Context: an optimization exercise on an open-source flow, tuned for small area and a short achievable clock period. The choices shown serve that exercise and are no tape-out recipe.
RTL that was checked went through simulation tests only; none was proved equivalent to the original.
Power and IR drop assume default switching activity.

## build 23
## fpu_unit
module fpu_unit (
	input logic clk,
	input logic rst_n,
	input logic [16:0] instr,
	input logic [31:0] x1,    
	input logic signed [31:0] x2,     
	output logic [31:0] y,
	output logic [3:0] exc
);
For scale: about 1200 cells after synthesis, ~36 flip-flops, roughly 120 I/O pins, roughly 0.0067 mm2 of cells after synthesis.
Settings: LEC_CHECK=0, ABC_AREA=1, CAP_MARGIN=20, CORE_MARGIN=2, CORE_UTILIZATION=60, GPL_TIMING_DRIVEN=1, SETUP_SLACK_MARGIN=3.3, SLEW_MARGIN=20; clock period 8.0 ns.
standard.sh (not shown) runs the stock make flow with config.mk's settings and CLKGATE_MAP_FILE= SYNTH_SCRIPT=/design/flow/synth_recipe.tcl, a recipe that flattens the netlist after the stock synthesis.
==> flow/flow/run.sh <==
#!/bin/bash
# standard layout, with plain buffers on the ports instead of delay buffers
set -euo pipefail
export BUFFER_PORTS_ARGS="-buffer_cell sky130_fd_sc_hd__buf_1"
bash standard.sh finish > standard.log 2>&1
In summary, build 23 completed successfully, with a layout that passed the timing, DRC and antenna checks.
Relative to build 23, the following input files were edited for build 49:
Settings: CORE_UTILIZATION changed from 60 to 40; GPL_TIMING_DRIVEN removed (was 1).
Findings:
- Total length of routed met2 wires sits higher in build 49 than in build 23.
- Per the comparison of build 49 with build 23, worst path setup slack after routing went down 0.051 ns, share of the clock period used by the worst path went up 0.64 points, post-placement setup slack went down 0.068 ns, aggregate routed wire length went up about 9%.
- [compare] base=build 23 new=build 49: area of placed instances went up 1.7%, worst supply voltage drop on vdd shrank by 33%, cell area up about 1.3%.
Input-level comparison between build 4 and build 49:
Settings: SETUP_SLACK_MARGIN now 3.6, was 3.3.
--- outcome ---
Summary of build 4 over build 49: critical path depth rose by 5; area of the multi-input gates went up by about 7%.
Build 49 has lower non-clock buffer share of cell area than build 4.
Share of power burned in combinational logic was higher in build 4 than in build 49.
No functional check of the RTL was part of any run of this note.


fpu_unit, a different RTL version from the one above (not shown whole).
Size in the first run: about 1300 cells after synthesis, about 120 I/O pins, ~6900 um2 of cells after synthesis.
clock: 8.0 ns
lec_check: 0
abc_area: 1
cap_margin: 20
core_margin: 2
core_utilization: 30
cts_buf_list: sky130_fd_sc_hd__clkbuf_8
setup_slack_margin: 3.75
slew_margin: 20
Scripts as last shown in full above: flow/flow/run.sh
Next try:
--- a/flow/config.mk
+++ b/flow/config.mk
@@ -11 +11 @@
-export CORE_UTILIZATION = 30
+export CORE_UTILIZATION = 40
@@ -13 +13 @@
-export SETUP_SLACK_MARGIN = 3.75
+export SETUP_SLACK_MARGIN = 3.9
Die area shrinks by 24%.
Combinational power climbs by 4.8%.
Cell area came out higher by 3.1%.
Hold slack is worse by 6.5 ps.
Non-clock buffer count increases by 18.
Synthesized cell count is unchanged.
Sequential power barely changes.


Setup of red:
fpu_unit, a different RTL version from the one above (not shown whole).
Size in the first run: ~35 flip-flops, ~120 I/O pins, roughly 0.0069 sq mm of cells after synthesis.
export LEC_CHECK = 0
export ABC_AREA = 1
export CAP_MARGIN = 20
export CORE_MARGIN = 2
export CORE_UTILIZATION = 40
export SLEW_MARGIN = 20
create_clock -name core_clock -period 8.0 [get_ports {clk}]
Scripts as last shown in full above: flow/flow/run.sh
red: no failed stages, no open violations at the end
### red -> blue
--- a/flow/config.mk
+++ b/flow/config.mk
@@ -10,3 +10,4 @@
 export CORE_MARGIN = 2
 export CORE_UTILIZATION = 40
+export SETUP_SLACK_MARGIN = 3.0
 export SLEW_MARGIN = 20
==> comparison <==
Sort red and blue by number of detailed-routing iterations run before antenna repair asc -> top: red
blue vs red — wire length of the first global-routing pass climbed by more than 10%
Side by side, utilization turned out higher in blue than in red.
Taking red as the reference, in blue total non-filler cell area in the finished layout +about 43%, layout-stage area growth over the synthesis result went up by 47 points, combined global-route utilization of all metal layers went up 4.4 points.
The following lists how green was set up differently from blue:
--- a/flow/config.mk
+++ b/flow/config.mk
@@ -10,4 +10,4 @@
 export CORE_MARGIN = 2
 export CORE_UTILIZATION = 40
-export SETUP_SLACK_MARGIN = 3.0
+export SETUP_SLACK_MARGIN = 2.0
 export SLEW_MARGIN = 20
==> notes.md <==
Going from blue to green, number of fill cells up 377, footprint of the multi-input gates down about 22%.
Changes observed in green relative to blue: power consumption lost about 18%; maximum frequency lost about 9%; clock network fraction of design power picked up an extra 4.9 points.
Edits applied to the flow inputs when going from green to orange:
--- a/flow/config.mk
+++ b/flow/config.mk
@@ -10,4 +10,4 @@
 export CORE_MARGIN = 2
 export CORE_UTILIZATION = 40
-export SETUP_SLACK_MARGIN = 2.0
+export SETUP_SLACK_MARGIN = 3.5
 export SLEW_MARGIN = 20
## What came out
Clock buffer count from CTS came out exactly the same in green and orange.
Changes observed in orange relative to green: number of multi-input logic gates now sits higher, power now sits higher, global-route usage now sits higher.
Changes observed in orange relative to green: number of pins with negative max-slew slack in the final report essentially unchanged; post-CTS repair timing setup buffer count increased 104.

## what the ideal ports hide
The results above use ideal ports. As a check the final layouts listed here were re-extracted and re-timed, cells and wires unchanged. Step 1: set_driving_cell puts a clkbuf_16 on clk and a buf_2 on each other input, an assumption about the parent block. Step 2 also shifts input and output timing later by t, the mid clock arrival at the registers, as if the neighbouring blocks saw the same clock. Slacks: ideal / step 1 / step 2; pairs: ideal / step 1.
run | t, ns | setup WS [ns] | pins driven straight from the clock port
build 23 | 0.311 | 3.468 / 3.456 / 3.145 | 1
build 49 | 0.320 | 3.416 / 3.393 / 3.074 | 1
build 4 | 0.319 | 3.665 / 3.618 / 3.300 | 1
the first run of note 2 | 0.341 | 3.861 / 3.871 / 3.530 | 1
the second run of note 2 | 0.334 | 4.031 / 4.017 / 3.692 | 1
red | 0.314 | 1.472 / 1.489 / 1.175 | 1
blue | 0.314 | 2.844 / 2.802 / 2.489 | 1
green | 0.314 | 2.343 / 2.347 / 2.033 | 1
orange | 0.310 | 2.818 / 2.813 / 2.503 | 1
After both steps setup and hold are still met in every run listed. For build 4, which loses most, drivers alone change the setup slack by -0.047 ns; drivers and shift together by -0.365 ns.
